Background: an optimization exercise with open tools, aiming at small area and few clock cycles. Do not read the settings as production practice. The RTL was checked by simulation tests, not by an equivalence proof against the original design. In every run shown here, the design's own scripts or RTL, not TritonCTS, make the clock network. The clock input has no modelled driver; a real chip could not lean on it and would need a root buffer or a full tree. Power figures rest on the tool's default switching activity, not on a simulated workload.

`flow/run.sh`:
```
#!/bin/bash
# The standard layout (the standard.sh, standard synthesis included), with two changes:
# - the port buffers use the smallest buffer cell (buf_1);
# - the clock tree is built by flow/mcts.tcl (ORFS's PRE_CTS_TCL hook) instead of
#   clock_tree_synthesis: one root clkbuf_4 driving eight clkbuf_8, each driving an equal,
#   compact group of flip-flops. The rest of the CTS step (placement legalization, timing
#   repair) and all later steps are ORFS's own.
# Every tool's output is in orfs/logs; make's output in flow.log.
set -euo pipefail
export MCTS_CLOCK_PORT=aclk
export MCTS_LEVELS=3
export MCTS_LEAF_BUF=sky130_fd_sc_hd__clkbuf_8
export MCTS_ROOT_BUF=sky130_fd_sc_hd__clkbuf_4
bash standard.sh \
    BUFFER_PORTS_ARGS="-buffer_cell sky130_fd_sc_hd__buf_1" \
    PRE_CTS_TCL="$(pwd)/flow/mcts.tcl" \
    finish > flow.log 2>&1
```
`flow/mcts.tcl`:
```
# Clock tree, used in place of clock_tree_synthesis (this file is ORFS's PRE_CTS_TCL hook,
# sourced just before the CTS step calls clock_tree_synthesis).
# The clock's sinks are split by position into 2^MCTS_LEVELS groups of equal size (recursive
# median cuts along the longer side), each group is driven by one MCTS_LEAF_BUF placed at
# the group's centroid, and one MCTS_ROOT_BUF at the centroid of all sinks drives the group
# buffers. The clock port drives only the root buffer. Every sink sees the same two buffer
# stages; detailed placement then legalizes the new buffers, and the CTS step goes on with
# its own timing repair as usual.

proc mcts_split {items axis} {
    set keyed {}
    foreach it $items { lappend keyed [list [lindex $it $axis] $it] }
    set keyed [lsort -integer -index 0 $keyed]
    set n [llength $keyed]
    set h [expr {$n / 2}]
    set a {}
    set b {}
    for {set i 0} {$i < $n} {incr i} {
        if {$i < $h} { lappend a [lindex $keyed $i 1] } else { lappend b [lindex $keyed $i 1] }
    }
    return [list $a $b]
}

proc mcts_centroid {items} {
    set sx 0
    set sy 0
    foreach it $items {
        incr sx [lindex $it 0]
        incr sy [lindex $it 1]
    }
    set n [llength $items]
    return [list [expr {$sx / $n}] [expr {$sy / $n}]]
}

proc mcts_add_buf {block master name x y in_net out_name} {
    set inst [odb::dbInst_create $block $master $name]
    $inst setLocation $x $y
    $inst setPlacementStatus PLACED
    set net [odb::dbNet_create $block $out_name]
    $net setSigType CLOCK
    [$inst findITerm A] connect $in_net
    [$inst findITerm X] connect $net
    return $net
}

proc mcts_build {clock_port levels leaf_buf root_buf} {
    set block [ord::get_db_block]
    set db [ord::get_db]
    set clk_net [[$block findBTerm $clock_port] getNet]
    set leaf_master [$db findMaster $leaf_buf]
    set root_master [$db findMaster $root_buf]
    set items {}
    foreach it [$clk_net getITerms] {
        set bb [[$it getInst] getBBox]
        lappend items [list [expr {([$bb xMin] + [$bb xMax]) / 2}] \
                            [expr {([$bb yMin] + [$bb yMax]) / 2}] $it]
    }
    puts "mcts: [llength $items] clock sinks on [$clk_net getName]"
    set groups [list $items]
    for {set l 0} {$l < $levels} {incr l} {
        set next {}
        foreach g $groups {
            set xs {}
            set ys {}
            foreach it $g {
                lappend xs [lindex $it 0]
                lappend ys [lindex $it 1]
            }
            set xs [lsort -integer $xs]
            set ys [lsort -integer $ys]
            set axis [expr {([lindex $xs end] - [lindex $xs 0]) >= ([lindex $ys end] - [lindex $ys 0]) ? 0 : 1}]
            foreach part [mcts_split $g $axis] { lappend next $part }
        }
        set groups $next
    }
    # Disconnect every sink first, then wire the tree.
    foreach it $items { [lindex $it 2] disconnect }
    lassign [mcts_centroid $items] rx ry
    set root_net [mcts_add_buf $block $root_master mcts_root $rx $ry $clk_net mcts_root_net]
    puts "mcts: root $root_buf at ($rx, $ry)"
    set i 0
    foreach g $groups {
        lassign [mcts_centroid $g] cx cy
        set net [mcts_add_buf $block $leaf_master mcts_leaf_$i $cx $cy $root_net mcts_leaf_net_$i]
        foreach it $g { [lindex $it 2] connect $net }
        puts "mcts: leaf $i $leaf_buf at ($cx, $cy) drives [llength $g] clock pins"
        incr i
    }
}

rename clock_tree_synthesis mcts_unused_clock_tree_synthesis
proc clock_tree_synthesis {args} {
    mcts_build $::env(MCTS_CLOCK_PORT) $::env(MCTS_LEVELS) $::env(MCTS_LEAF_BUF) $::env(MCTS_ROOT_BUF)
    set_propagated_clock [all_clocks]
}
```
`standard.sh`:
```
#!/bin/bash
# synth_recipe.tcl (not shown) runs the flow's synth.tcl, then flattens the netlist and writes it again
# the make line also repeats each setting of config.mk as NAME=value (left out here)
make -C /OpenROAD-flow-scripts/flow DESIGN_CONFIG=/design/flow/config.mk WORK_HOME=/design/flow/orfs CLKGATE_MAP_FILE= SYNTH_SCRIPT=/design/flow/synth_recipe.tcl "${@:-finish}"
```
`config.mk`:
```
export PLATFORM = sky130hd
export DESIGN_NAME = nmea_rmc_sentence_parser
export DESIGN_NICKNAME = nmea_rmc_sentence_parser
export VERILOG_FILES = /design/flow/design.v
export SDC_FILE = /design/flow/constraint.sdc
export NUM_CORES = 4
export LEC_CHECK = 0
export CAP_MARGIN = 20
export CORE_MARGIN = 2
export CORE_UTILIZATION = 40
export SLEW_MARGIN = 20
```
`constraint.sdc`:
```
create_clock -name core_clock -period 12.0 [get_ports {aclk}]
set_input_delay 2.4000 -clock core_clock [delete_from_list [all_inputs] [get_ports {aclk}]]
set_output_delay 2.4000 -clock core_clock [all_outputs]
set_load 0.01 [all_outputs]
```
`design.v`:
```
`timescale 1ns / 1ps
package nrmc_pkg;
    typedef enum logic [1:0] {
        KIND_START = 2'd0,
        KIND_END   = 2'd1,
        KIND_COMMA = 2'd2,
        KIND_CHAR  = 2'd3
    } kind_t;
    typedef struct packed {
        kind_t      kind;
        logic [7:0] ch;
        logic       too_long;
        logic       is_digit;
        logic [3:0] digit;
        logic       hex_ok;
        logic [3:0] hex_val;
    } item_t;
    typedef struct packed {
        logic        too_long;
        logic        bad_digit;
        logic        header_match;
        logic [3:0]  field_index;
        logic        fmt_bad;
        logic [6:0]  char_in_field;
        logic        after_star;
        logic [7:0]  mode_char;
        logic [7:0]  received_check;
        logic [7:0]  running_xor;
        logic [12:0] minute;
        logic [26:0] lat;
        logic [27:0] lon;
        logic        south;
        logic        west;
        logic [6:0]  dd;
        logic [6:0]  mm;
        logic [6:0]  yy;
    } snap_t;
    localparam logic [7:0] CH_DOLLAR = 8'h24;
    localparam logic [7:0] CH_CR     = 8'h0D;
    localparam logic [7:0] CH_COMMA  = 8'h2C;
    localparam logic [7:0] CH_STAR   = 8'h2A;
    localparam logic [7:0] CH_POINT  = 8'h2E;
    localparam logic [7:0] CH_N      = 8'h4E;
    localparam logic [7:0] CH_S_UP   = 8'h53;
    localparam logic [7:0] CH_S_LO   = 8'h73;
    localparam logic [7:0] CH_W_UP   = 8'h57;
    localparam logic [7:0] CH_W_LO   = 8'h77;
    localparam logic [3:0] FIELD_HEADER = 4'd0;
    localparam logic [3:0] FIELD_TIME   = 4'd1;
    localparam logic [3:0] FIELD_LAT    = 4'd3;
    localparam logic [3:0] FIELD_NS     = 4'd4;
    localparam logic [3:0] FIELD_LON    = 4'd5;
    localparam logic [3:0] FIELD_EW     = 4'd6;
    localparam logic [3:0] FIELD_DATE   = 4'd9;
    localparam logic [3:0] FIELD_CHECK  = 4'd12;
    localparam logic [3:0] FIELD_MAX    = 4'd15;
    localparam logic [28:0] LAT_LIMIT = 29'd90000000;
    localparam logic [28:0] LON_LIMIT = 29'd180000000;
    localparam logic [2:0] FAIL_OK       = 3'd0;
    localparam logic [2:0] FAIL_NOT_RMC  = 3'd1;
    localparam logic [2:0] FAIL_FIELDS   = 3'd2;
    localparam logic [2:0] FAIL_FORMAT   = 3'd3;
    localparam logic [2:0] FAIL_MODE_N   = 3'd4;
    localparam logic [2:0] FAIL_CHECKSUM = 3'd5;
    localparam logic [2:0] FAIL_DIGIT    = 3'd6;
    localparam logic [2:0] FAIL_LONG     = 3'd7;
    function automatic logic [7:0] header_char(input logic [2:0] p);
        case (p)
            3'd0:    header_char = 8'h24;
            3'd1:    header_char = 8'h47;
            3'd2:    header_char = 8'h50;
            3'd3:    header_char = 8'h52;
            3'd4:    header_char = 8'h4D;
            3'd5:    header_char = 8'h43;
            default: header_char = 8'h00;
        endcase
    endfunction
    function automatic logic [9:0] minute_weight(input logic [1:0] p);
        case (p)
            2'd0:    minute_weight = 10'd600;
            2'd1:    minute_weight = 10'd60;
            2'd2:    minute_weight = 10'd10;
            default: minute_weight = 10'd1;
        endcase
    endfunction
    function automatic logic [19:0] pow10(input logic [2:0] k);
        case (k)
            3'd0:    pow10 = 20'd1;
            3'd1:    pow10 = 20'd10;
            3'd2:    pow10 = 20'd100;
            3'd3:    pow10 = 20'd1000;
            3'd4:    pow10 = 20'd10000;
            3'd5:    pow10 = 20'd100000;
            default: pow10 = 20'd1000000;
        endcase
    endfunction
    function automatic logic [8:0] month_base(input logic [3:0] m);
        case (m)
            4'd2:    month_base = 9'd31;
            4'd3:    month_base = 9'd59;
            4'd4:    month_base = 9'd90;
            4'd5:    month_base = 9'd120;
            4'd6:    month_base = 9'd151;
            4'd7:    month_base = 9'd181;
            4'd8:    month_base = 9'd212;
            4'd9:    month_base = 9'd243;
            4'd10:   month_base = 9'd273;
            4'd11:   month_base = 9'd304;
            4'd12:   month_base = 9'd334;
            default: month_base = 9'd0;
        endcase
    endfunction
endpackage
`timescale 1ns / 1ps
module nmea_rmc_sentence_parser #(
    parameter int MAX_SENTENCE_LEN = 100,
    parameter int FRACTION_DIGITS  = 4
) (
    input  logic        aclk,
    input  logic        aresetn,
    input  logic        s_tvalid,
    output logic        s_tready,
    input  logic [7:0]  s_tdata,    
    output logic        m_tvalid,
    input  logic        m_tready,
    output logic [87:0] m_tdata
);
    localparam logic [26:0] LAT_LIMIT = 27'd90000000;
    localparam logic [27:0] LON_LIMIT = 28'd180000000;
    function automatic logic [6:0] lfsr_next(input logic [6:0] s);
        lfsr_next = {s[5:0], s[6] ^ s[5]};
    endfunction
    function automatic logic [6:0] lfsr_after(input int n);
        logic [6:0] s;
        s = 7'd1;
        for (int i = 0; i < n; i++) s = lfsr_next(s);
        lfsr_after = s;
    endfunction
    localparam logic [6:0] LEN_ONE  = 7'd1;
    localparam logic [6:0] LEN_OVER = lfsr_after(MAX_SENTENCE_LEN);
    function automatic logic [29:0] mul10_add(input logic [29:0] x, input logic [3:0] d);
        logic [29:0] s;
        logic        c;
        logic        c2, c3;
        s[0] = d[0];
        s[1] = x[0] ^ d[1];
        c2   = x[0] & d[1];
        s[2] = x[1] ^ d[2] ^ c2;
        c3   = (x[1] & d[2]) | (x[1] & c2) | (d[2] & c2);
        s[3] = x[2] ^ x[0] ^ d[3] ^ c3;
        c    = (x[2] & x[0]) | (x[2] & d[3]) | (x[2] & c3)
             | (x[0] & d[3]) | (x[0] & c3) | (d[3] & c3);
        for (int i = 4; i < 30; i++) begin
            s[i] = x[i-1] ^ x[i-3] ^ c;
            c    = (x[i-1] & x[i-3]) | (x[i-1] & c) | (x[i-3] & c);
        end
        mul10_add = s;
    endfunction
    function automatic logic [3:0] inc4(input logic [3:0] x);
        inc4 = {x[3] ^ (x[2] & x[1] & x[0]), x[2] ^ (x[1] & x[0]), x[1] ^ x[0], !x[0]};
    endfunction
    function automatic logic [2:0] inc3(input logic [2:0] x);
        inc3 = {x[2] ^ (x[1] & x[0]), x[1] ^ x[0], !x[0]};
    endfunction
    function automatic logic [15:0] add16(input logic [15:0] a, input logic [15:0] b);
        logic c;
        c = 1'b0;
        for (int i = 0; i < 16; i++) begin
            add16[i] = a[i] ^ b[i] ^ c;
            c        = (a[i] & b[i]) | (a[i] & c) | (b[i] & c);
        end
    endfunction
    function automatic logic [15:0] add16c(input logic [15:0] a, input logic [15:0] b,
                                           input logic ci);
        logic c;
        c = ci;
        for (int i = 0; i < 16; i++) begin
            add16c[i] = a[i] ^ b[i] ^ c;
            c         = (a[i] & b[i]) | (a[i] & c) | (b[i] & c);
        end
    endfunction
    function automatic logic gt_const(input logic [29:0] x, input logic [29:0] k);
        logic gt, eq;
        gt = 1'b0;
        eq = 1'b1;
        for (int i = 29; i >= 0; i--) begin
            if (!k[i]) gt = gt | (eq & x[i]);
            eq = eq & (x[i] == k[i]);
        end
        gt_const = gt;
    endfunction
    function automatic logic [7:0] header_char(input logic [2:0] p);
        header_char = (p == 3'd1) ? 8'h47 :
                      (p == 3'd2) ? 8'h50 :
                      (p == 3'd3) ? 8'h52 :
                      (p == 3'd4) ? 8'h4D :
                      (p == 3'd5) ? 8'h43 : 8'h00;
    endfunction
    function automatic logic [8:0] month_base(input logic [3:0] m);
        month_base = 
                           (m == 4'd2) ? 9'd31 :
                           (m == 4'd3) ? 9'd59 :
                           (m == 4'd4) ? 9'd90 :
                           (m == 4'd5) ? 9'd120 :
                           (m == 4'd6) ? 9'd151 :
                           (m == 4'd7) ? 9'd181 :
                           (m == 4'd8) ? 9'd212 :
                           (m == 4'd9) ? 9'd243 :
                           (m == 4'd10) ? 9'd273 :
                           (m == 4'd11) ? 9'd304 :
                           (m == 4'd12) ? 9'd334 :
                           9'd0;
    endfunction
    logic        in_s_reg, out_v_reg;
    logic [6:0]  len_reg;
    logic [3:0]  fi_reg;       
    logic [2:0]  cif_reg;      
    logic        hdr_reg, fmt_reg, mode_n_reg, ck_bad_reg, bad_reg, sp_reg;
    logic [7:0]  xor_reg;
    logic [12:0] min_reg;
    logic [26:0] lat_val;      
    logic [27:0] lon_val;      
    logic [2:0]  lat_fc_reg, lon_fc_reg;    
    logic        south_reg, west_reg;
    logic [6:0]  dd_reg;
    logic [3:0]  mon_reg;      
    logic        leap_reg;
    logic [7:0] c;
    logic [3:0] d;
    logic       take, is_dollar, is_cr, is_comma, is_star, is_point, is_digit, is_hex;
    logic       start, step, fin, comma, ch;
    logic       f0, f1, f3, f4, f5, f6, f9, f12, after3, after5;
    logic       p0, p1, p23, p_lt4, p_lt6;
    assign c         = s_tdata;
    assign d         = s_tdata[3:0];
    assign s_tready  = !out_v_reg || m_tready;
    assign take      = s_tvalid && s_tready;
    assign is_dollar = (c == 8'h24);
    assign is_cr     = (c == 8'h0D);
    assign is_comma  = (c == 8'h2C);
    assign is_star   = (c == 8'h2A);
    assign is_point  = (c == 8'h2E);
    assign is_digit  = (c[7:4] == 4'h3) && !(c[3] && (c[2] || c[1]));
    assign is_hex    = is_digit || ((c[7:6] == 2'b01) && (c[4:3] == 2'b00)
                                    && (c[2:0] != 3'd0) && (c[2:0] != 3'd7));
    assign start = take && is_dollar;
    assign step  = take && in_s_reg && !is_dollar;
    assign fin   = step && is_cr;
    assign comma = step && is_comma;
    assign ch    = step && !is_cr && !is_comma;
    assign f0     = (fi_reg == 4'd0);
    assign f1     = (fi_reg == 4'd1);
    assign f3     = (fi_reg == 4'd3);
    assign f4     = (fi_reg == 4'd4);
    assign f5     = (fi_reg == 4'd5);
    assign f6     = (fi_reg == 4'd6);
    assign f9     = (fi_reg == 4'd9);
    assign f12    = (fi_reg == 4'd12);
    assign after3 = fi_reg[3] || fi_reg[2];
    assign after5 = fi_reg[3] || (fi_reg[2] && fi_reg[1]);
    assign p0    = (cif_reg == 3'd0);
    assign p1    = (cif_reg == 3'd1);
    assign p23   = (cif_reg[2:1] == 2'b01);
    assign p_lt4 = !cif_reg[2];
    assign p_lt6 = (cif_reg[2:1] != 2'b11);
    always_ff @(posedge aclk) begin
        if (!aresetn) begin
            in_s_reg  <= 1'b0;
            out_v_reg <= 1'b0;
        end else begin
            if (take) in_s_reg <= is_dollar || (in_s_reg && !is_cr);
            if (fin) out_v_reg <= 1'b1;
            else if (m_tready) out_v_reg <= 1'b0;
        end
    end
    always_ff @(posedge aclk) begin
        if (start) len_reg <= LEN_ONE;
        else if (step && (len_reg != LEN_OVER)) len_reg <= lfsr_next(len_reg);
    end
    always_ff @(posedge aclk) begin
        if (start) begin
            fi_reg  <= 4'd0;
            cif_reg <= 3'd1;
        end else if (comma) begin
            if (fi_reg != 4'd15) fi_reg <= inc4(fi_reg);
            cif_reg <= 3'd0;
        end else if (ch) begin
            if (cif_reg != 3'd7) cif_reg <= inc3(cif_reg);
        end
    end
    logic [3:0] xor_nib;
    assign xor_nib = cif_reg[0] ? xor_reg[3:0] : xor_reg[7:4];
    always_ff @(posedge aclk) begin
        if (start) begin
            hdr_reg    <= 1'b1;
            fmt_reg    <= 1'b0;
            mode_n_reg <= 1'b0;
            ck_bad_reg <= 1'b0;
            xor_reg    <= '0;
        end else if (comma) begin
            if (f0 && (cif_reg != 3'd6)) hdr_reg <= 1'b0;
            xor_reg <= xor_reg ^ 8'h2C;
        end else if (ch) begin
            if (f0 && (!p_lt6 || (header_char(cif_reg) != c))) hdr_reg <= 1'b0;
            if (!(f12 && !p0)) xor_reg <= xor_reg ^ c;
            if (f12 && p1) begin
                if (!is_star) fmt_reg <= 1'b1;
            end else if (is_star) begin
                fmt_reg <= 1'b1;
            end
            if (f12 && p23 && !is_hex) fmt_reg <= 1'b1;
            if (f12 && p0) mode_n_reg <= (c == 8'h4E);
            if (f12 && p23)
                ck_bad_reg <= (cif_reg[0] && ck_bad_reg) || (hex_digit(c) != xor_nib);
        end
    end
    function automatic logic [3:0] hex_digit(input logic [7:0] ch_in);
        hex_digit = ch_in[6] ? {1'b1, inc3(ch_in[2:0])} : ch_in[3:0];
    endfunction
    always_ff @(posedge aclk) begin
        if (start) begin
            bad_reg <= 1'b0;
        end else if (comma) begin
            if ((f1 && p_lt4) || (f9 && p_lt6)) bad_reg <= 1'b1;
        end else if (ch) begin
            if (((f1 && p_lt4) || (f9 && p_lt6)) && !is_digit) bad_reg <= 1'b1;
            if ((f3 || f5) && !is_digit && !(is_point && !sp_reg)) bad_reg <= 1'b1;
        end
        if (comma) sp_reg <= 1'b0;
        else if (ch && is_point) sp_reg <= 1'b1;
    end
    logic [12:0] min_t, min_b, min_sum;
    always_comb begin
        logic cc;
        cc = 1'b0;
        for (int i = 0; i < 13; i++) begin
            logic e;
            e        = (i < 3) ? d[i+1] : 1'b0;
            min_t[i] = min_reg[i] ^ e ^ cc;
            cc       = (min_reg[i] & e) | (min_reg[i] & cc) | (e & cc);
        end
        min_b = (cif_reg[1:0] == 2'd2) ? (min_reg << 2) : (min_reg << 3);
        cc = 1'b0;
        for (int i = 0; i < 13; i++) begin
            logic a;
            a          = (i == 0) ? d[0] : min_t[i-1];
            min_sum[i] = a ^ min_b[i] ^ cc;
            cc         = (a & min_b[i]) | (a & cc) | (min_b[i] & cc);
        end
    end
    always_ff @(posedge aclk) begin
        if (ch && f1 && p_lt4) begin
            if (p0) min_reg <= 13'(d);
            else min_reg <= min_sum;
        end
    end
    logic [29:0] dd_sum;
    assign dd_sum = mul10_add(30'(dd_reg), d);
    always_ff @(posedge aclk) begin
        if (ch && f9) begin
            case (cif_reg)
                3'd0: dd_reg <= 7'(d);
                3'd1: dd_reg <= dd_sum[6:0];
                3'd2: mon_reg <= {2'b00, (d == 4'd1), (d == 4'd0)};
                3'd3: begin
                    if (mon_reg[0]) mon_reg <= d;
                    else if (mon_reg[1] && (d == 4'd0)) mon_reg <= 4'd10;
                    else if (mon_reg[1] && (d == 4'd1)) mon_reg <= 4'd11;
                    else if (mon_reg[1] && (d == 4'd2)) mon_reg <= 4'd12;
                    else mon_reg <= 4'd0;
                end
                3'd4: leap_reg <= d[0];
                3'd5: leap_reg <= !d[0] && (leap_reg == d[1]);
                default: ;
            endcase
        end
    end
    always_ff @(posedge aclk) begin
        if (start) begin
            south_reg <= 1'b0;
            west_reg  <= 1'b0;
        end else if (ch && p0) begin
            if (f4) south_reg <= ((c & 8'hDF) == 8'h53);
            if (f6) west_reg  <= ((c & 8'hDF) == 8'h57);
        end
    end
    logic        lat_fd, lon_fd, lon_mode, w_step, w_clear, swap;
    logic [3:0]  w_d;
    logic        w_over;
    logic [29:0] w_sum;
    logic [27:0] w_reg, st_reg;
    logic        swapped_reg;
    assign lat_fd   = (lat_fc_reg == 3'd4);
    assign lon_fd   = (lon_fc_reg == 3'd4);
    assign lon_mode = (f5 || after5) && !swapped_reg;
    assign swap     = after5 && lon_fd && !swapped_reg;
    assign w_step   = (ch && (f3 || f5) && is_digit && (!sp_reg || !(f3 ? lat_fd : lon_fd)))
                   || (after5 && !swapped_reg && !lon_fd)
                   || (swapped_reg && !lat_fd);
    assign w_clear  = start || (comma && f3);
    assign w_d      = (f3 || f5) ? d : 4'd0;
    assign w_sum    = mul10_add(30'(w_reg), w_d);
    assign w_over   = lon_mode ? (gt_const(30'(w_reg), 30'd18000000)
                                  || ((w_reg == 28'd18000000) && (w_d != 4'd0)))
                               : (gt_const(30'(w_reg), 30'd9000000)
                                  || ((w_reg == 28'd9000000) && (w_d != 4'd0)));
    always_ff @(posedge aclk) begin
        if (w_clear) w_reg <= '0;
        else if (swap) w_reg <= st_reg;
        else if (w_step) w_reg <= w_over ? (lon_mode ? LON_LIMIT : 28'(LAT_LIMIT)) : w_sum[27:0];
        if ((comma && f3) || swap) st_reg <= w_reg;
    end
    always_ff @(posedge aclk) begin
        if (start) begin
            swapped_reg <= 1'b0;
            lat_fc_reg  <= '0;
            lon_fc_reg  <= '0;
        end else begin
            if (swap) swapped_reg <= 1'b1;
            if (w_step) begin
                if (f3 ? sp_reg : swapped_reg) lat_fc_reg <= inc3(lat_fc_reg);
                if (f5 ? sp_reg : (after5 && !swapped_reg)) lon_fc_reg <= inc3(lon_fc_reg);
            end
        end
    end
    assign lat_val = w_reg[26:0];
    assign lon_val = st_reg;
    logic [2:0]  code;
    logic        ok;
    logic [8:0]  doy;
    logic [15:0] doy_sum;
    logic [27:0] lat_o;
    logic [28:0] lon_o;
    logic        lat_any, lon_any;
    always_comb begin
        if (len_reg == LEN_OVER)                      code = 3'd7;
        else if (!hdr_reg || (f0 && (cif_reg != 3'd6))) code = 3'd1;
        else if (!f12)                                code = 3'd2;
        else if (fmt_reg || (cif_reg != 3'd4))        code = 3'd3;
        else if (mode_n_reg)                          code = 3'd4;
        else if (ck_bad_reg)                          code = 3'd5;
        else if (bad_reg)                             code = 3'd6;
        else                                          code = 3'd0;
        ok = (code == 3'd0);
        doy_sum = add16c({9'd0, dd_reg}, {7'd0, month_base(mon_reg)},
                         leap_reg && (mon_reg[3] || mon_reg[2] || (mon_reg[1] && mon_reg[0])));
        doy = doy_sum[8:0];
        lat_any = 1'b0;
        for (int i = 0; i < 27; i++) begin
            lat_o[i] = lat_val[i] ^ (south_reg && lat_any);
            lat_any  = lat_any || lat_val[i];
        end
        lat_o[27] = south_reg && lat_any;
        lon_any = 1'b0;
        for (int i = 0; i < 28; i++) begin
            lon_o[i] = lon_val[i] ^ (west_reg && lon_any);
            lon_any  = lon_any || lon_val[i];
        end
        lon_o[28] = west_reg && lon_any;
        m_tdata        = '0;
        m_tdata[3:1]   = code;
        if (ok) begin
            m_tdata[0]     = 1'b1;
            m_tdata[16:4]  = min_reg;
            m_tdata[44:17] = lat_o;
            m_tdata[73:45] = lon_o;
            m_tdata[82:74] = doy;
        end
    end
    assign m_tvalid = out_v_reg;
endmodule
```
==> metrics.cfg, run 1 <==
[run_status]
status = finished clean

[yosys]
yosys_warnings = 1
synth_flop_cell = dfxtp_1
ys_ff_latch = 120
synth_top_cell_by_area = edfxtp_1
synth_edf_count = 53
synthTopCellsByCount = nor2_1, nand2_1, dfxtp_1
ys_types = 71
syn_area_per_cell_sq_um = 8.758
synth_top_area_share_pct = 17.83
synth_area_sq_um = 8925
synthCells = 1019
synth.most_common_cell = nor2_1
yosysSeqAreaShare_pct = 32.86
synthArstFlopShare_pct = 0
ys_top_cells_by_area = edfxtp_1, dfxtp_1, fa_1, xor2_1, nor2_1

[cells_and_area]
finalNonFillerCells = 1355
nFillCells = 2186
num_antenna_cells = 0
nets = 1168
drive_gt1_share_pct = 6.512
area_growth_pct = 8.089

[sta]
hold_viol = 0
rsz0062_at_grt = false
worst_pin_slew_ps = 1043
fmax_mhz = 85.40
setup_tns_ps = 0
setup_viol = 0
slew_viol_final = 0
maxSlewHeadroom_pct = 30.39
fin_crit_ps = 11710
period_share_pct = 97.58
fin_skew_ps = 10.00

[global_routing]
grt_pass1_wl_um = 39070
grt_overflow_total = 0
antenna_found_initial = 1
grt_pass1_vias = 7226
grtUsageTotal_pct = 19.83
grt_max_degree = 59

[placement]
dp_hpwl_um = 16950
placed_cells = 1346
place_congestion = 0.8780
io_buffers = 96

[hold_path]
hold-path-cell-count = 0
hold_class = reg -> reg

[cts]
clk_latency_ps = 510
clkTransAtPathRegs_ps = 100

[setup_path]
timing.rr.end = w_reg[27]$_SDFFE_PP0P_
end_kind = flip-flop
cpMostUsedCell = fa_2
cpMaxStageDelayCell = fa_1
startpoint = s_tdata[1]
max_stage_delay_ps = 400
worstPathMaxFanout = 2
r2r-start = fi_reg[1]$_SDFFE_PP0P_
worstPathArrival_ps = 12090
endpoint = w_reg[27]$_SDFFE_PP0P_
reg2reg_slack_ps = 1110
required_ps = 12380
criticalPathCategory = in -> reg
start_kind = input port
reg2reg_depth = 40

[floorplan]
dieArea_sq_um = 23520
ioPinCount = 102
die_w_um = 153.4
die_h_um = 153.4
start_util_pct = 40.77
coreArea_sq_um = 21890
rows = 54

[routing]
drt_iter0_drc = 723
ant_nets = 0
drt_first_pass_iters = 7
drc = 0
routed_via_density = 5.448
dr_total_vias = 7382
drt-total-wl_um = 23480
drt-wirelength-per-cell_um = 17.32

[pwr]
intPower_mw = 0.6012
p_seq_share_pct = 55.6
p_leak_nw = 3.359
p_sw_share_pct = 33.56
ir_worst_vdd_uv = 57.05
p_switching_mw = 0.3036
combPwrFrac_pct = 22.9
powerDensity_nw_per_um2 = 93.79
p_clk_share_pct = 21.6

[run]
cap_violations = 0

## power by group through the flow
stage	clock, mW	combinational (mW)	sequential, mW
final	0.195	0.207	0.503
after global routing	0.215	0.234	0.510
after CTS	0.202	0.201	0.502
after detailed placement	0	0.200	0.512
after global placement	0	0.198	0.511
after floorplan	0	0.157	0.494
## stage by stage
stage | setup slack, ps | power (mW) | instance area (sq um) | utilization (%) | hold slack (ps)
global placement | -261.7 | 0.7088 | 9505 | 43.42 | 441.6
CTS | 188.5 | 0.9047 | 9623 | 43.96 | 457.8
global route | 8.917 | 0.9596 | 9647 | 44.07 | 478.8
floorplan | 9.908 | 0.6514 | 8964 | - | 418.3
detailed placement | -409.7 | 0.7115 | 9505 | 43.42 | 428.4
finish | 290.8 | 0.9048 | 9647 | 44.07 | 457.3
## how the worst min path moves through the flow
| stage | startpoint | to | slack, ps |
|---|---|---|---|
| 2_1_floorplan | w_reg[27]$_SDFFE_PP0P_ | st_reg[27]$_DFFE_PP_ | 420 |
| 3_3_place_gp | w_reg[27]$_SDFFE_PP0P_ | st_reg[27]$_DFFE_PP_ | 440 |
| 3_5_place_dp | w_reg[27]$_SDFFE_PP0P_ | st_reg[27]$_DFFE_PP_ | 430 |
| 4_1_cts | w_reg[27]$_SDFFE_PP0P_ | st_reg[27]$_DFFE_PP_ | 460 |
| 5_1_grt | w_reg[27]$_SDFFE_PP0P_ | st_reg[27]$_DFFE_PP_ | 480 |
| 6_report | w_reg[27]$_SDFFE_PP0P_ | st_reg[27]$_DFFE_PP_ | 460 |
## placed cells by master (no fill, tap or decap), types with 10 or more instances in the layout
cell type    n
o21ai_0     65
or3_1       17
nand4_1     10
xor2_1      61
and2_1      30
inv_1       42
mux2_2      10
fa_1        32
mux2i_1     15
edfxtp_1    53
a21oi_1     45
nor2_1     129
ha_1        34
buf_4       11
fa_2        13
dfxtp_1     67
nand2_1     95
a211oi_1    11
nor3_1      30
buf_1       96
a22oi_1     10
nand3_1     25
o31ai_1     16
xnor2_1     30
## worst max-delay path, delay by kind of cell
kind	cells	cell delay (ps)
and+or+nand+nor	3	260
buffers and inverters	5	340
AOI/OAI and AO/OA	3	540
adders and majority gates	25	8250
xor gates and xnor gates	2	280
## per-layer routing
metal / vias up / part of all wire (%) / track usage [%]
li1: 3638 / - / -
met3: 33 / 4.5 / 1.446
met2: 180 / 45 / 32.10
met1: 3529 / 48 / 29.48
met5: - / 0.068 / 0
met4: 2 / 2.1 / 3.582
## logic make-up (layout without fill, tap and decap cells)
kind of cell / Yosys count / after routing / synth area share, %
fa+ha+maj: 80 / 80 / 14.97
flops: 120 / 120 / 32.86
simple gates: 391 / 391 / 21.09
other cells: 1 / 5 / 0.04202
buf+inv: 108 / 160 / 4.836
compound gates: 202 / 202 / 14.23
mux: 25 / 25 / 2.944
xor+xnor: 92 / 92 / 9.028
## layout make-up
type | instances | area [sq um] | area share (%)
multi-input combinational | 795 | 5638 | 58.44
buffer | 9 | 117.6 | 1.219
tap | 280 | 350.3 | 3.632
inverter | 44 | 165.2 | 1.712
timing repair buffer | 107 | 442.9 | 4.591
sequential | 120 | 2933 | 30.40
## what timing repair did
action / CTS / global route
setup buffers: 0 / 0
endpoints found under the setup margin: 0 / 2
hold buffers: 0 / 0
resized for setup: 0 / 6
Testbench counts, summed over its fixed seeds: cycles 117,293.
==> inputs of run 2 (changes only) <==
==> flow/run.sh (replaced) <==
#!/bin/bash
# The standard layout (the standard.sh), with three changes:
# - after the standard synthesis, flow/reopt.sh maps its combinational logic again with an
#   area-oriented ABC script; every flip-flop and tie cell instance is kept exactly as the
#   standard synthesis made it (same names, same cells). 1_synth.odb is then rebuilt from
#   the new netlist (the standard netlist is kept as 1_2_yosys.standard.v);
# - the port buffers use the smallest buffer cell (buf_1);
# - the clock tree is built by flow/mcts.tcl (ORFS's PRE_CTS_TCL hook) instead of
#   clock_tree_synthesis: one root clkbuf_4 driving eight clkbuf_8, each driving an equal,
#   compact group of flip-flops. The rest of the CTS step and all later steps are ORFS's own.
# Logs: make's output in flow.log, the re-mapping's in reopt.log, every ORFS tool's in
# orfs/logs.
set -euo pipefail
export MCTS_CLOCK_PORT=aclk
export MCTS_LEVELS=3
export MCTS_LEAF_BUF=sky130_fd_sc_hd__clkbuf_8
export MCTS_ROOT_BUF=sky130_fd_sc_hd__clkbuf_4
ARGS=(BUFFER_PORTS_ARGS="-buffer_cell sky130_fd_sc_hd__buf_1" PRE_CTS_TCL="$(pwd)/flow/mcts.tcl")
RES=orfs/results/sky130hd/nmea_rmc_sentence_parser/base
bash standard.sh "${ARGS[@]}" synth > flow.log 2>&1
cp $RES/1_2_yosys.v $RES/1_2_yosys.standard.v
bash flow/reopt.sh $RES/1_2_yosys.standard.v $RES/1_2_yosys.v reopt.log
bash standard.sh "${ARGS[@]}" do-1_synth >> flow.log 2>&1
bash standard.sh "${ARGS[@]}" finish >> flow.log 2>&1
==> flow/reopt.sh (new file) <==
#!/bin/bash
# Re-map the combinational logic of a synthesized netlist for area, keeping every flip-flop
# (and tie cell) instance exactly as it is. usage: reopt.sh IN.v OUT.v LOG
set -euo pipefail
IN=$1; OUT=$2; LOG=$3
LIB=${FLOW_HOME:-/OpenROAD-flow-scripts/flow}/platforms/sky130hd/lib/sky130_fd_sc_hd__tt_025C_1v80.lib
DU=""
for c in sky130_fd_sc_hd__probe_p_8 sky130_fd_sc_hd__probec_p_8 $(grep -o 'sky130_fd_sc_hd__lpflow_[a-z0-9_]*' ${FLOW_HOME:-/OpenROAD-flow-scripts/flow}/platforms/sky130hd/config.mk | sort -u); do DU="$DU -dont_use $c"; done
KEEP=$(grep -o '^\s*sky130_fd_sc_hd__[a-z0-9_]*' $IN | sort -u | grep -E 'df|conb|dl' | tr '\n' ' ')
cat > $OUT.ys <<EOT
read_liberty -ignore_miss_func $LIB
read_verilog $IN
hierarchy -top nmea_rmc_sentence_parser
setattr -mod -set keep_hierarchy 1 $KEEP
flatten
opt_clean -purge
abc -liberty $LIB $DU -script +strash;ifraig;dc2;dch,-f;map,-a;topo;dnsize;
opt_clean -purge
rename -hide w:*
rename -enumerate -pattern reopt_%_ w:* c:*
stat -liberty $LIB
select nmea_rmc_sentence_parser
write_verilog -noattr -noexpr -selected $OUT
EOT
yosys -l $LOG -q $OUT.ys > /dev/null
==> run 2 against run 1 <==
  * Sequential power fell by 3%
  * Clock skew rose by 13 ps
  * Synthesized area fell by 4.9%
  * Via count rose by 21%
  * Critical path depth rose by 10
  * Core utilization rose by 1.1 points
  * Register-to-register slack improved by 2000 ps
  * Cell area fell by 2.3%
  * Maximum frequency rose by 20%
  * Clock power barely moved
  * Die area fell by 4.8%
  * Critical endpoint unchanged
  * Highest routed layer is now met4
==> metrics.cfg, run 2 <==
[run_status]
status = finished clean  ; unchanged

[floorplan]
coreArea_sq_um = 20890  ; was 21,890 sq um
start_util_pct = 40.62  ; was 40.77%
die_w_um = 149.6  ; was 153.4 um
die_h_um = 149.6  ; was 153.4 um
dieArea_sq_um = 22390  ; was 23,520 sq um
rows = 53  ; was 54
ioPinCount = 102  ; unchanged

[setup_path]
start_kind = input port  ; unchanged
criticalPathCategory = in -> reg  ; unchanged
worstPathArrival_ps = 10240  ; was 12,090 ps
path_delay_family = compound AO/OA/AOI/OAI gates  ; was adder cells
worstPathMaxFanout = 15  ; was 2
required_ps = 12450  ; was 12,380 ps
cpMaxStageDelayCell = nor3_1  ; was fa_1
r2r-start = fi_reg[3]$_SDFFE_PP0P_  ; was fi_reg[1]$_SDFFE_PP0P_
max_stage_delay_ps = 490  ; was 400 ps
cpMostUsedCell = a21oi_1  ; was fa_2
startpoint = s_tdata[1]  ; unchanged
end_kind = flip-flop  ; unchanged
critPathBufInv = 15  ; was 5

[cells_and_area]
finalNonFillerCells = 1696  ; was 1,355
final_common_cell = nor2_1  ; unchanged
area_growth_pct = 11.13  ; was 8.089%
nets = 1434  ; was 1,168
drive_gt1_share_pct = 2.254  ; was 6.512%
nFillCells = 2254  ; was 2,186
final_cell_mix = nor2_1, clkinv_1, a21oi_1, nand2_1, o21ai_0  ; was nor2_1, buf_1, nand2_1, dfxtp_1, o21ai_0

[global_routing]
grt_max_degree = 42  ; was 59
grt_overflow_total = 0  ; unchanged
grt_pass1_vias = 7940  ; was 7,226
antenna_found_initial = 1  ; unchanged
grtUsageTotal_pct = 22.55  ; was 19.83%
grt_pass1_wl_um = 41190  ; was 39,070 um

[routing]
dr_total_vias = 8927  ; was 7,382
drt_first_pass_iters = 5  ; was 7
ant_nets = 0  ; unchanged
drt-total-wl_um = 25700  ; was 23,480 um
drt-wirelength-per-cell_um = 15.16  ; was 17.32 um
drc = 0  ; unchanged
drt_iter0_drc = 788  ; was 723
routed_via_density = 5.264  ; was 5.448

[placement]
preCtsSetupSlack_ps = 1877  ; was -409.7 ps
dp_hpwl_um = 19430  ; was 16,950 um
io_buffers = 96  ; unchanged
placed_cells = 1686  ; was 1,346
place_congestion = 0.9312  ; was 0.8780

[hold_path]
min_from = xor_reg[7]$_SDFFE_PP0P_  ; was w_reg[27]$_SDFFE_PP0P_
hold_class = reg -> reg  ; unchanged

[yosys]
syn_area_per_cell_sq_um = 6.531  ; was 8.758 sq um
yosys_warnings = 1  ; unchanged
synth_area_sq_um = 8484  ; was 8925 sq um
synthCells = 1299  ; was 1,019

[cts]
clkTransAtPathRegs_ps = 100  ; about the same
post_cts_buffers = 0  ; unchanged
clk_latency_ps = 530  ; was 510 ps
post_cts_resized = 0  ; unchanged
cts_hold_buf = 0  ; unchanged

[sta]
period_share_pct = 81.57  ; was 97.58%
fin_ws_ps = 2211  ; was 290.8 ps
fin_skew_ps = 22.66  ; was 10.00 ps
setup_viol = 0  ; unchanged
setup_tns_ps = 0  ; unchanged
slew_viol_final = 0  ; unchanged
fmax_mhz = 102.2  ; was 85.40 MHz
rsz0062_at_grt = false  ; unchanged
hold_viol = 0  ; unchanged
maxSlewHeadroom_pct = 38.67  ; was 30.39%
timing.hold.ws_ps = 454.8  ; was 457.3 ps
worst_pin_slew_ps = 919.9  ; was 1043 ps
fin_crit_ps = 9789  ; was 11,710 ps

[pwr]
p_seq_share_pct = 52.1  ; was 55.6%
totalPowerFinal_mw = 0.9357  ; was 0.9048 mW
p_switching_mw = 0.3338  ; was 0.3036 mW
p_sw_share_pct = 35.68  ; was 33.56%
powerDensity_nw_per_um2 = 99.23  ; was 93.79 nW/um^2
intPower_mw = 0.6018  ; was 0.6012 mW
p_leak_nw = 3.188  ; was 3.359 nW
ir_worst_vdd_uv = 86.66  ; was 57.05 uV
p_clk_share_pct = 20.7  ; was 21.6%
combPwrFrac_pct = 27.2  ; was 22.9%

[run]
cap_violations = 0  ; unchanged

run 2: power groups by stage:
stage / registers, mW / logic, mW / clock network (mW)
after floorplan: 0.485 / 0.187 / 0
after global placement: 0.496 / 0.246 / 0
after detailed placement: 0.495 / 0.248 / 0
after CTS: 0.486 / 0.248 / 0.201
after global routing: 0.491 / 0.286 / 0.213
final: 0.488 / 0.254 / 0.194
run 2: area by class of cell:
cell class                      count  area, sq um  area share [%]
Multi-Input combinational cell    957         4733           50.20
Sequential cell                   120         2933           31.10
Antenna cell                        1        2.502         0.02654
Buffer                              9        117.6           1.247
Timing Repair Buffer              108        450.4           4.777
Tap cell                          275        344.1           3.649
Inverter                          226        848.3           8.997
run 2: layer usage:
metal  up-vias  track usage [%]  wire length [um]
li1       4688                -                 -
met4         0            4.857               605
met2       287            34.22             10640
met5         -                0                 0
met3        40            2.134              1633
met1      3912            34.57             12830
run 2: through the flow:
step	utilization [%]	cell area [sq um]
3_5_place_dp	44.56	9309
5_1_grt	45.13	9427
2_1_floorplan	-	8499
3_3_place_gp	44.56	9309
4_1_cts	45.13	9427
6_report	45.14	9429
run 2: worst paths after layout:
path / slack (ps) / to / depth (start not counted)
worst max-delay path: 2210 / w_reg[27]$_SDFFE_PP0P_ / 48
worst min-delay path: 450 / xor_reg[7]$_SDFFE_PP0P_ / 2
worst max register to register: 3100 / w_reg[27]$_SDFFE_PP0P_ / 52
worst min register to register: 450 / xor_reg[7]$_SDFFE_PP0P_ / 2
run 2: worst reg2reg max path: cells and delay by family, from the launching register on:
family | cells | cell delay (ps)
xor+xnor | 1 | 130
simple gates | 12 | 2020
buf+inv | 16 | 1930
compound gates | 23 | 4320
flops | 1 | 370
==> inputs of run 3 (changes only) <==
--- a/flow/reopt.sh
+++ b/flow/reopt.sh
@@ -1,5 +1,6 @@
 #!/bin/bash
-# Re-map the combinational logic of a synthesized netlist for area, keeping every flip-flop
+# Re-map the combinational logic of a synthesized netlist for area (two rounds of ABC's
+# dc2/resub rewriting, each followed by area mapping with amap), keeping every flip-flop
 # (and tie cell) instance exactly as it is. usage: reopt.sh IN.v OUT.v LOG
 set -euo pipefail
 IN=$1; OUT=$2; LOG=$3
@@ -14,7 +15,7 @@
 setattr -mod -set keep_hierarchy 1 $KEEP
 flatten
 opt_clean -purge
-abc -liberty $LIB $DU -script +strash;ifraig;dc2;dch,-f;map,-a;topo;dnsize;
+abc -liberty $LIB $DU -script +strash;dc2;resub,-K,8;dc2;resub,-K,10,-N,2;dc2;dch,-f;amap;strash;dc2;resub,-K,8;dc2;resub,-K,10,-N,2;dc2;dch,-f;amap;topo;dnsize;
 opt_clean -purge
 rename -hide w:*
 rename -enumerate -pattern reopt_%_ w:* c:*
==> run 3 against run 2 <==
  * Setup slack better by 480 ps
  * Via count down 5.1%
  * Die area down 7.4%
  * Critical path depth up 5
  * Final cell count down 12%
  * Critical endpoint is now m_tdata[73]
  * Largest power group unchanged
==> metrics.cfg, run 3 <==
[setup_path]
max_stage_delay_ps = 400  ; was 490 ps
worstPathMaxFanout = 4  ; was 15
startpoint = st_reg[0]$_DFFE_PP_  ; was s_tdata[1]
cpMaxStageDelayCell = edfxtp_1  ; was nor3_1
r2r-start = fi_reg[1]$_SDFFE_PP0P_  ; was fi_reg[3]$_SDFFE_PP0P_
start_kind = flip-flop  ; was input port
end_kind = output pin  ; was flip-flop
required_ps = 9600  ; was 12,450 ps
cpMostUsedCell = nor2_1  ; was a21oi_1
criticalPathCategory = reg -> out  ; was in -> reg
worstPathArrival_ps = 6910  ; was 10,240 ps

[cells_and_area]
drive_gt1_share_pct = 2.273  ; was 2.254%
finalNonFillerCells = 1498  ; was 1,696
area_growth_pct = 12.10  ; was 11.13%
utilization_pct = 45.43  ; was 45.14%
nets = 1246  ; was 1,434
stdcell_area_sq_um = 8785  ; was 9429 sq um
final_cell_mix = nor2_1, clkinv_1, buf_1, a211oi_1, a21oi_1  ; was nor2_1, clkinv_1, a21oi_1, nand2_1, o21ai_0
nFillCells = 2018  ; was 2,254
final_common_cell = nor2_1  ; unchanged

[floorplan]
ioPinCount = 102  ; unchanged
die_h_um = 144.0  ; was 149.6 um
die_w_um = 144.0  ; was 149.6 um
start_util_pct = 40.53  ; was 40.62%
rows = 51  ; was 53
dieArea_sq_um = 20730  ; was 22,390 sq um
coreArea_sq_um = 19330  ; was 20,890 sq um

[sta]
slew_viol_final = 0  ; unchanged
maxSlewHeadroom_pct = 36.40  ; was 38.67%
rsz0062_at_grt = false  ; unchanged
worst_pin_slew_ps = 950.5  ; was 919.9 ps
fmax_mhz = 107.4  ; was 102.2 MHz
fin_skew_ps = 11.34  ; was 22.66 ps
fin_ws_ps = 2688  ; was 2211 ps
setup_tns_ps = 0  ; unchanged
timing.hold.ws_ps = 461.2  ; was 454.8 ps
fin_crit_ps = 9312  ; was 9789 ps
period_share_pct = 77.60  ; was 81.57%
setup_viol = 0  ; unchanged
hold_viol = 0  ; unchanged

[placement]
preCtsSetupSlack_ps = 2797  ; was 1877 ps
dpl_cell_area_sq_um = 8665  ; was 9309 sq um
placed_cells = 1488  ; was 1,686
place_congestion = 0.9059  ; was 0.9312
io_buffers = 96  ; unchanged
dp_hpwl_um = 17200  ; was 19,430 um

[cts]
cts_hold_buf = 0  ; unchanged
clkTransAtPathRegs_ps = 100  ; about the same
post_cts_resized = 0  ; unchanged
post_cts_buffers = 0  ; unchanged
clk_latency_ps = 520  ; was 530 ps

[run]
cap_violations = 0  ; unchanged

[global_routing]
grt_overflow_total = 0  ; unchanged
antenna_found_initial = 1  ; unchanged
grt_pass1_vias = 7435  ; was 7,940
grt_max_degree = 71  ; was 42
grt_pass1_wl_um = 38240  ; was 41,190 um
grtUsageTotal_pct = 22.69  ; was 22.55%

[pwr]
p_leak_nw = 2.810  ; was 3.188 nW
p_sw_share_pct = 35.63  ; was 35.68%
p_clk_share_pct = 21.1  ; was 20.7%
powerDensity_nw_per_um2 = 105.3  ; was 99.23 nW/um^2
intPower_mw = 0.5953  ; was 0.6018 mW
p_seq_share_pct = 52.4  ; was 52.1%
ir_worst_vdd_uv = 84.49  ; was 86.66 uV
totalPowerFinal_mw = 0.9248  ; was 0.9357 mW
p_switching_mw = 0.3295  ; was 0.3338 mW
combPwrFrac_pct = 26.5  ; was 27.2%

[yosys]
synth_area_sq_um = 7836  ; was 8484 sq um
yosys_warnings = 1  ; unchanged
synthCells = 1110  ; was 1,299
syn_area_per_cell_sq_um = 7.060  ; was 6.531 sq um

[run_status]
status = finished clean  ; unchanged

[hold_path]
min_from = lon_fc_reg[2]$_SDFFE_PP0P_  ; was xor_reg[7]$_SDFFE_PP0P_
hold_class = reg -> reg  ; unchanged

[routing]
ant_nets = 0  ; unchanged
drc = 0  ; unchanged
drt-total-wl_um = 23950  ; was 25,700 um
routed_via_density = 5.656  ; was 5.264
drt_first_pass_iters = 5  ; unchanged
dr_total_vias = 8472  ; was 8,927
drt-wirelength-per-cell_um = 15.99  ; was 15.16 um
drt_iter0_drc = 761  ; was 788

run 3: worst max-delay path, delay by kind of cell (launching register included):
family / cells / cell delay (ps)
DFF: 1 / 400
and+or+nand+nor: 48 / 5130
AOI/OAI and AO/OA: 3 / 650
buffers and inverters: 2 / 210
run 3: final timing paths:
path,endpoint,slack [ps],cells after the start
hold reg to reg,lon_fc_reg[2]$_SDFFE_PP0P_,460,1
setup / recovery,m_tdata[73],2690,53
hold / removal,lon_fc_reg[2]$_SDFFE_PP0P_,460,1
setup reg to reg,w_reg[27]$_SDFFE_PP0P_,4680,51
run 3: power by group through the flow:
| stage | clock (mW) | combinational (mW) | sequential [mW] |
|---|---|---|---|
| after global routing | 0.215 | 0.274 | 0.489 |
| final | 0.195 | 0.245 | 0.485 |
| after floorplan | 0 | 0.177 | 0.482 |
| after global placement | 0 | 0.239 | 0.493 |
| after detailed placement | 0 | 0.241 | 0.493 |
| after CTS | 0.204 | 0.242 | 0.484 |
run 3: cell type report:
| class | instances | area, sq um | area share, % |
|---|---|---|---|
| antenna | 1 | 2.502 | 0.02849 |
| buffer | 9 | 117.6 | 1.339 |
| inverter | 120 | 450.4 | 5.127 |
| multi-input combinational | 874 | 4492 | 51.13 |
| sequential | 120 | 2933 | 33.39 |
| tap | 265 | 331.6 | 3.774 |
| timing repair buffer | 109 | 457.9 | 5.213 |
run 3: per-layer routing:
layer  part of all wire, %  up-vias  GRT usage (%)
met5                     0        -              0
met2                    43      277          36.34
met1                    49     3872          33.91
li1                      -     4298              -
met4                   1.6        0          3.612
met3                   5.9       25          1.866
==> inputs of run 4 (changes only) <==
--- a/design.v
+++ b/design.v
@@ -125,8 +125,7 @@
     input  logic        m_tready,
     output logic [87:0] m_tdata
 );
-    localparam logic [26:0] LAT_LIMIT = 27'd90000000;
-    localparam logic [27:0] LON_LIMIT = 28'd180000000;
+    localparam logic [27:0] LON_LIMIT = 28'd180000000;    
     function automatic logic [6:0] lfsr_next(input logic [6:0] s);
         lfsr_next = {s[5:0], s[6] ^ s[5]};
     endfunction
@@ -138,6 +137,7 @@
     endfunction
     localparam logic [6:0] LEN_ONE  = 7'd1;
     localparam logic [6:0] LEN_OVER = lfsr_after(MAX_SENTENCE_LEN);
+    localparam logic [6:0] LEN_FULL = lfsr_after(MAX_SENTENCE_LEN - 1);
     function automatic logic [29:0] mul10_add(input logic [29:0] x, input logic [3:0] d);
         logic [29:0] s;
         logic        c;
@@ -162,6 +162,19 @@
     function automatic logic [2:0] inc3(input logic [2:0] x);
         inc3 = {x[2] ^ (x[1] & x[0]), x[1] ^ x[0], !x[0]};
     endfunction
+    function automatic logic [29:0] mul10_add5(input logic [29:0] x, input logic [4:0] e);
+        logic [29:0] s;
+        logic [5:0]  lo;
+        logic        c;
+        lo = 6'({x[3:0], 1'b0}) + 6'({x[1:0], 3'b000}) + 6'(e);
+        s[4:0] = lo[4:0];
+        c = lo[5];
+        for (int i = 5; i < 30; i++) begin
+            s[i] = x[i-1] ^ x[i-3] ^ c;
+            c    = (x[i-1] & x[i-3]) | (x[i-1] & c) | (x[i-3] & c);
+        end
+        mul10_add5 = s;
+    endfunction
     function automatic logic [15:0] add16(input logic [15:0] a, input logic [15:0] b);
         logic c;
         c = 1'b0;
@@ -384,31 +397,30 @@
             if (f6) west_reg  <= ((c & 8'hDF) == 8'h57);
         end
     end
-    logic        lat_fd, lon_fd, lon_mode, w_step, w_clear, swap;
-    logic [3:0]  w_d;
+    logic        lat_fd, lon_fd, lat_mode, w_step, w_clear, swap;
+    logic [4:0]  w_d;
     logic        w_over;
     logic [29:0] w_sum;
     logic [27:0] w_reg, st_reg;
     logic        swapped_reg;
     assign lat_fd   = (lat_fc_reg == 3'd4);
     assign lon_fd   = (lon_fc_reg == 3'd4);
-    assign lon_mode = (f5 || after5) && !swapped_reg;
+    assign lat_mode = f3 || swapped_reg;
     assign swap     = after5 && lon_fd && !swapped_reg;
     assign w_step   = (ch && (f3 || f5) && is_digit && (!sp_reg || !(f3 ? lat_fd : lon_fd)))
                    || (after5 && !swapped_reg && !lon_fd)
                    || (swapped_reg && !lat_fd);
-    assign w_clear  = start || (comma && f3);
-    assign w_d      = (f3 || f5) ? d : 4'd0;
-    assign w_sum    = mul10_add(30'(w_reg), w_d);
-    assign w_over   = lon_mode ? (gt_const(30'(w_reg), 30'd18000000)
-                                  || ((w_reg == 28'd18000000) && (w_d != 4'd0)))
-                               : (gt_const(30'(w_reg), 30'd9000000)
-                                  || ((w_reg == 28'd9000000) && (w_d != 4'd0)));
+    assign w_clear  = start || (comma && f3) || (fin && !fin_ok);
+    assign w_d      = !(f3 || f5) ? 5'd0 : lat_mode ? {d, 1'b0} : {1'b0, d};
+    assign w_sum    = mul10_add5(30'(w_reg), w_d);
+    assign w_over   = gt_const(30'(w_reg), 30'd18000000)
+                   || ((w_reg == 28'd18000000) && (w_d != 5'd0));
     always_ff @(posedge aclk) begin
         if (w_clear) w_reg <= '0;
         else if (swap) w_reg <= st_reg;
-        else if (w_step) w_reg <= w_over ? (lon_mode ? LON_LIMIT : 28'(LAT_LIMIT)) : w_sum[27:0];
-        if ((comma && f3) || swap) st_reg <= w_reg;
+        else if (w_step) w_reg <= w_over ? LON_LIMIT : w_sum[27:0];
+        if (fin && !fin_ok) st_reg <= '0;
+        else if ((comma && f3) || swap) st_reg <= w_reg;
     end
     always_ff @(posedge aclk) begin
         if (start) begin
@@ -423,8 +435,12 @@
             end
         end
     end
-    assign lat_val = w_reg[26:0];
+    assign lat_val = w_reg[27:1];
     assign lon_val = st_reg;
+    logic fin_ok;
+    assign fin_ok = !((len_reg == LEN_FULL) || (len_reg == LEN_OVER))
+                 && hdr_reg && !(f0 && (cif_reg != 3'd6)) && f12 && !fmt_reg
+                 && (cif_reg == 3'd4) && !mode_n_reg && !ck_bad_reg && !bad_reg;
     logic [2:0]  code;
     logic        ok;
     logic [8:0]  doy;
@@ -459,11 +475,11 @@
         lon_o[28] = west_reg && lon_any;
         m_tdata        = '0;
         m_tdata[3:1]   = code;
+        m_tdata[44:17] = lat_o;
+        m_tdata[73:45] = lon_o;
         if (ok) begin
             m_tdata[0]     = 1'b1;
             m_tdata[16:4]  = min_reg;
-            m_tdata[44:17] = lat_o;
-            m_tdata[73:45] = lon_o;
             m_tdata[82:74] = doy;
         end
     end
==> run 4 against run 3 <==
  * Still clean
  * Largest cell class unchanged
  * Setup slack worse by 1600 ps
  * Clock power increased by 2%
  * Combinational power fell by 53%
  * Highest routed layer is now met5
==> metrics.cfg, run 4 <==
[run_status]
status = finished clean  ; unchanged

[setup_path]
cpMaxStageDelayCell = dfxtp_1  ; was edfxtp_1
end_kind = output pin  ; unchanged
r2r-start = fi_reg[3]$_SDFFE_PP0P_  ; was fi_reg[1]$_SDFFE_PP0P_
cpMostUsedCell = o21ai_0  ; was nor2_1
criticalPathCategory = reg -> out  ; unchanged
start_kind = flip-flop  ; unchanged
max_stage_delay_ps = 570  ; was 400 ps
timing.rr.end = w_reg[26]$_SDFFE_PP0P_  ; was w_reg[27]$_SDFFE_PP0P_
reg2reg_slack_ps = 3560  ; was 4680 ps
reg2reg_depth = 56  ; was 51
worstPathMaxFanout = 13  ; was 4
required_ps = 9600  ; about the same
worstPathArrival_ps = 8500  ; was 6910 ps

[sta]
worst_pin_slew_ps = 1031  ; was 950.5 ps
setup_viol = 0  ; unchanged
period_share_pct = 90.87  ; was 77.60%
hold_viol = 0  ; unchanged
fin_skew_ps = 22.72  ; was 11.34 ps
rsz0062_at_grt = false  ; unchanged
slew_viol_final = 0  ; unchanged
setup_tns_ps = 0  ; unchanged
fmax_mhz = 91.70  ; was 107.4 MHz
fin_crit_ps = 10900  ; was 9312 ps
maxSlewHeadroom_pct = 30.83  ; was 36.40%
timing.hold.ws_ps = 460.5  ; was 461.2 ps

[floorplan]
coreArea_sq_um = 18830  ; was 19,330 sq um
die_h_um = 143.0  ; was 144.0 um
dieArea_sq_um = 20440  ; was 20,730 sq um
start_util_pct = 41.03  ; was 40.53%
ioPinCount = 102  ; unchanged
die_w_um = 143.0  ; was 144.0 um
rows = 50  ; was 51

[pwr]
powerDensity_nw_per_um2 = 87.62  ; was 105.3 nW/um^2
ir_worst_vdd_uv = 48.90  ; was 84.49 uV
p_leak_nw = 2.884  ; was 2.810 nW
totalPowerFinal_mw = 0.7570  ; was 0.9248 mW

[routing]
drt-total-wl_um = 24130  ; was 23,950 um
drt-wirelength-per-cell_um = 15.95  ; was 15.99 um
ant_nets = 0  ; unchanged
drc = 0  ; unchanged
drt_first_pass_iters = 8  ; was 5
routed_via_density = 5.699  ; was 5.656
dr_total_vias = 8623  ; was 8,472
drt_iter0_drc = 721  ; was 761

[cts]
clkTransAtPathRegs_ps = 90  ; was 100 ps
clk_latency_ps = 530  ; was 520 ps
cts_hold_buf = 0  ; unchanged

[cells_and_area]
area_growth_pct = 11.82  ; was 12.10%
nets = 1267  ; was 1,246
final_common_cell = nor2_1  ; unchanged
num_antenna_cells = 0  ; was 1
final_cell_mix = nor2_1, clkinv_1, o21ai_0, buf_1, dfxtp_1  ; was nor2_1, clkinv_1, buf_1, a211oi_1, a21oi_1
nFillCells = 2010  ; was 2,018
drive_gt1_share_pct = 1.915  ; was 2.273%
finalNonFillerCells = 1513  ; was 1,498

[global_routing]
grt_overflow_total = 0  ; unchanged
grt_max_degree = 32  ; was 71
grt_pass1_wl_um = 38790  ; was 38,240 um
grtUsageTotal_pct = 22.91  ; was 22.69%
antenna_found_initial = 1  ; unchanged
grt_pass1_vias = 7662  ; was 7,435

[yosys]
synth_area_sq_um = 7726  ; was 7836 sq um
yosys_warnings = 1  ; unchanged
syn_area_per_cell_sq_um = 6.813  ; was 7.060 sq um
synthCells = 1134  ; was 1,110

[placement]
io_buffers = 96  ; unchanged
placed_cells = 1503  ; was 1,488
place_congestion = 0.8785  ; was 0.9059
dp_hpwl_um = 17440  ; was 17,200 um

[hold_path]
hold-path-cell-count = 1  ; unchanged
hold_class = reg -> reg  ; unchanged
min_from = lat_fc_reg[2]$_SDFFE_PP0P_  ; was lon_fc_reg[2]$_SDFFE_PP0P_
worstHoldEndpoint = lat_fc_reg[2]$_SDFFE_PP0P_  ; was lon_fc_reg[2]$_SDFFE_PP0P_

[run]
cap_violations = 0  ; unchanged

[run 4: metal layers]
| metal | share of wire [%] | track usage, % | wire length, um |
|---|---|---|---|
| met5 | 0.066 | 0 | 16 |
| met4 | 1.8 | 4.273 | 442 |
| met3 | 5.9 | 2.280 | 1420 |
| met2 | 44 | 37.62 | 10540 |
| met1 | 49 | 32.90 | 11710 |
[run 4: worst max path at each step]
| stage | startpoint | to | slack, ps |
|---|---|---|---|
| finish | west_reg$_SDFFE_PP0P_ | m_tdata[72] | 1100 |
| global route | west_reg$_SDFFE_PP0P_ | m_tdata[72] | 30 |
| CTS | west_reg$_SDFFE_PP0P_ | m_tdata[72] | 580 |
| detailed placement | west_reg$_SDFFE_PP0P_ | m_tdata[72] | 1200 |
| global placement | west_reg$_SDFFE_PP0P_ | m_tdata[72] | 1430 |
| floorplan | west_reg$_SDFFE_PP0P_ | m_tdata[72] | 3100 |
[run 4: repair_timing]
item	in CTS	in global routing
setup buffers	0	0
resized for setup	0	1
endpoints found under the setup margin	0	4
[run 4: critical path: cells and delay by family, from the launching register on]
kind            cells  cell delay [ps]
buf+inv            23             3220
flops               1              570
compound gates     24             3230
simple gates        8              940
[run 4: power breakdown]
part / leakage [nW] / switching, mW / internal [mW]
combinational: 1.82 / 0.0778 / 0.0366
clock: 0.0621 / 0.136 / 0.0632
sequential: 1.00 / 0.0139 / 0.429
total: 2.88 / 0.228 / 0.529
[run 4: stage by stage]
step | cell area (sq um) | util (%) | worst slack (ps)
floorplan | 7741 | - | 3099
global placement | 8508 | 45.18 | 1426
detailed placement | 8508 | 45.18 | 1198
CTS | 8626 | 45.81 | 582.4
global route | 8640 | 45.88 | 30.04
finish | 8640 | 45.88 | 1095
[run 4: layout make-up]
class,count,area [sq um],area share [%]
tap,260,325.3,3.765
timing repair inverter,1,5.005,0.05793
timing repair buffer,105,427.9,4.953
multi-input combinational,858,4507,52.17
buffer,9,117.6,1.361
inverter,160,604.3,6.995
sequential,120,2653,30.70
Testbench counts of run 4, summed over its fixed seeds: cycles 117,293.
==> inputs of run 5 (changes only) <==
--- a/config.mk
+++ b/config.mk
@@ -5,7 +5,7 @@
 export SDC_FILE = /design/flow/constraint.sdc
 export NUM_CORES = 4
 export LEC_CHECK = 0
-export CAP_MARGIN = 20
+export CAP_MARGIN = 0
 export CORE_MARGIN = 2
 export CORE_UTILIZATION = 40
-export SLEW_MARGIN = 20
+export SLEW_MARGIN = 0
==> run 5 against run 4 <==
  * Register-to-register slack hardly changed
  * Sequential share of layout area hardly changed
  * Setup slack gained 9.6 ps
  * Die area stayed put
  * Total power about the same
  * Core utilization about the same
  * Global-route usage unchanged
  * Cell area hardly changed
  * Critical path type unchanged
==> metrics.cfg, run 5 <==
[pwr]
ir_worst_vdd_uv = 48.91  ; was 48.90 uV
p_sw_share_pct = 30.15  ; was 30.12%
p_switching_mw = 0.2284  ; was 0.2280 mW
p_clk_share_pct = 26.4  ; about the same
p_seq_share_pct = 58.5  ; about the same
intPower_mw = 0.5290  ; about the same
p_leak_nw = 2.884  ; about the same
powerDensity_nw_per_um2 = 87.72  ; was 87.62 nW/um^2
combPwrFrac_pct = 15.1  ; about the same
totalPowerFinal_mw = 0.7574  ; was 0.7570 mW

[sta]
period_share_pct = 90.79  ; was 90.87%
maxSlewHeadroom_pct = 21.44  ; was 30.83%
fmax_mhz = 91.78  ; was 91.70 MHz
hold_viol = 0  ; unchanged
fin_skew_ps = 22.92  ; was 22.72 ps
slew_viol_final = 0  ; unchanged
worst_pin_slew_ps = 1169  ; was 1031 ps
rsz0062_at_grt = false  ; unchanged
fin_crit_ps = 10900  ; about the same
setup_tns_ps = 0  ; unchanged
setup_viol = 0  ; unchanged

[cts]
clk_latency_ps = 540  ; was 530 ps
post_cts_buffers = 0  ; unchanged
cts_hold_buf = 0  ; unchanged
clkTransAtPathRegs_ps = 90  ; about the same

[routing]
routed_via_density = 5.693  ; was 5.699
drt_iter0_drc = 701  ; was 721
drc = 0  ; unchanged
dr_total_vias = 8613  ; was 8,623
drt-wirelength-per-cell_um = 15.93  ; was 15.95 um
drt-total-wl_um = 24110  ; was 24,130 um
drt_first_pass_iters = 8  ; unchanged
ant_nets = 0  ; unchanged

[setup_path]
criticalPathCategory = reg -> out  ; unchanged
timing.rr.end = w_reg[26]$_SDFFE_PP0P_  ; unchanged
max_stage_delay_ps = 570  ; about the same
startpoint = west_reg$_SDFFE_PP0P_  ; unchanged
required_ps = 9600  ; about the same
endpoint = m_tdata[72]  ; unchanged
r2r-start = fi_reg[3]$_SDFFE_PP0P_  ; unchanged
cpMostUsedCell = o21ai_0  ; unchanged
reg2reg_depth = 56  ; unchanged
end_kind = output pin  ; unchanged
worstPathMaxFanout = 13  ; unchanged
start_kind = flip-flop  ; unchanged
cpMaxStageDelayCell = dfxtp_1  ; unchanged
reg2reg_slack_ps = 3570  ; was 3560 ps
worstPathArrival_ps = 8500  ; about the same

[yosys]
synthCells = 1134  ; unchanged
syn_area_per_cell_sq_um = 6.813  ; unchanged
yosys_warnings = 1  ; unchanged
synth_area_sq_um = 7726  ; unchanged

[global_routing]
grt_pass1_vias = 7662  ; unchanged
grt_max_degree = 32  ; unchanged
antenna_found_initial = 1  ; unchanged
grt_pass1_wl_um = 38790  ; unchanged
grt_overflow_total = 0  ; unchanged
grtUsageTotal_pct = 22.91  ; unchanged

[hold_path]
hold_class = reg -> reg  ; unchanged

[placement]
io_buffers = 96  ; unchanged
dp_hpwl_um = 17440  ; unchanged
place_congestion = 0.8785  ; unchanged

[cells_and_area]
num_antenna_cells = 0  ; unchanged
final_cell_mix = nor2_1, clkinv_1, o21ai_0, buf_1, dfxtp_1  ; unchanged
nets = 1267  ; unchanged
nFillCells = 2010  ; unchanged
drive_gt1_share_pct = 1.836  ; was 1.915%
area_growth_pct = 11.76  ; was 11.82%
final_common_cell = nor2_1  ; unchanged

[floorplan]
start_util_pct = 41.03  ; unchanged
ioPinCount = 102  ; unchanged
die_h_um = 143.0  ; unchanged
die_w_um = 143.0  ; unchanged
dieArea_sq_um = 20440  ; unchanged
rows = 50  ; unchanged
coreArea_sq_um = 18830  ; unchanged

[run_status]
status = finished clean  ; unchanged

[run]
cap_violations = 0  ; unchanged

run 5: worst max-delay path, delay by kind of cell, from the launching register on:
| kind | cells | cell delay [ps] |
|---|---|---|
| flip-flops | 1 | 570 |
| buffers and inverters | 23 | 3220 |
| AO/OA/AOI/OAI | 24 | 3220 |
| AND/OR/NAND/NOR | 8 | 940 |
run 5: final cells by class:
type | count | area (sq um) | area share, %
well taps | 260 | 325.3 | 3.768
repair inverters | 1 | 5.005 | 0.05796
flip-flops and latches | 120 | 2653 | 30.72
plain buffers | 9 | 117.6 | 1.362
inverters | 160 | 604.3 | 6.999
repair buffers | 105 | 427.9 | 4.956
multi-input cells | 858 | 4502 | 52.14
run 5: power groups by stage:
| stage | registers [mW] | logic, mW | clock network, mW |
|---|---|---|---|
| after global routing | 0.446 | 0.129 | 0.222 |
| after global placement | 0.452 | 0.112 | 0 |
| after CTS | 0.443 | 0.114 | 0.206 |
| final | 0.443 | 0.114 | 0.200 |
| after floorplan | 0.448 | 0.0790 | 0 |
| after detailed placement | 0.452 | 0.113 | 0 |
run 5: how the worst min path moves through the flow:
stage,from,to,slack (ps),depth (start not counted)
floorplan,lat_fc_reg[2]$_SDFFE_PP0P_,lat_fc_reg[2]$_SDFFE_PP0P_,430,1
global placement,lat_fc_reg[2]$_SDFFE_PP0P_,lat_fc_reg[2]$_SDFFE_PP0P_,440,1
detailed placement,lat_fc_reg[2]$_SDFFE_PP0P_,lat_fc_reg[2]$_SDFFE_PP0P_,450,1
CTS,lat_fc_reg[2]$_SDFFE_PP0P_,lat_fc_reg[2]$_SDFFE_PP0P_,460,1
global route,lon_fc_reg[2]$_SDFFE_PP0P_,lon_fc_reg[2]$_SDFFE_PP0P_,490,1
finish,lat_fc_reg[2]$_SDFFE_PP0P_,lat_fc_reg[2]$_SDFFE_PP0P_,460,1
run 5: repair_timing:
item	4_1_cts	5_1_grt
setup endpoints to repair	0	4
resized for setup	0	1
endpoints found under the hold margin	0	0
run 5: per-stage QoR:
step / instance area [sq um] / worst slack [ps] / util, % / hold WS [ps] / instances
after global placement: 8508 / 1426 / 45.18 / 443.9 / 1503
after detailed placement: 8508 / 1198 / 45.18 / 450.6 / 1503
after CTS: 8626 / 582.4 / 45.81 / 464.6 / 1512
after floorplan: 7741 / 3099 / - / 433.2 / 1138
after global routing: 8635 / 30.04 / 45.85 / 493.6 / 1513
final: 8635 / 1105 / 45.85 / 460.6 / 1513
run 5: layer usage:
metal  part of all wire (%)  global-route usage (%)  up-vias
met5                  0.066                       0        -
met4                    1.7                   4.273        2
met3                    5.7                   2.280       26
met2                     44                   37.62      271
met1                     49                   32.90     3940
li1                       -                       -     4374

separate check: timing with driven ports:
No port has a modelled driver above. Below, the same layouts with a new extraction and two added sets of constraints. Step 1: set_driving_cell puts a clkbuf_16 on aclk and a buf_2 on each other input, an assumption about the parent block. Step 2, shift: input delay + t, output delay - t, t = (earliest + latest rising clock arrival at the registers) / 2. This alone moves slack from input paths to output paths. a / b / c = no drivers / after step 1 / after step 2; a / b = the first two.
run	shift t [ns]	setup WS [ns]
run 1	0.539	0.291 / 0.306 / -0.233
run 2	0.553	2.211 / 2.227 / 1.673
run 3	0.550	2.688 / 2.650 / 2.577
run 4	0.565	1.095 / 1.054 / 1.536
run 5	0.565	1.105 / 1.063 / 1.530
Met with ideal ports but missed after step 2: setup timing in run 1.
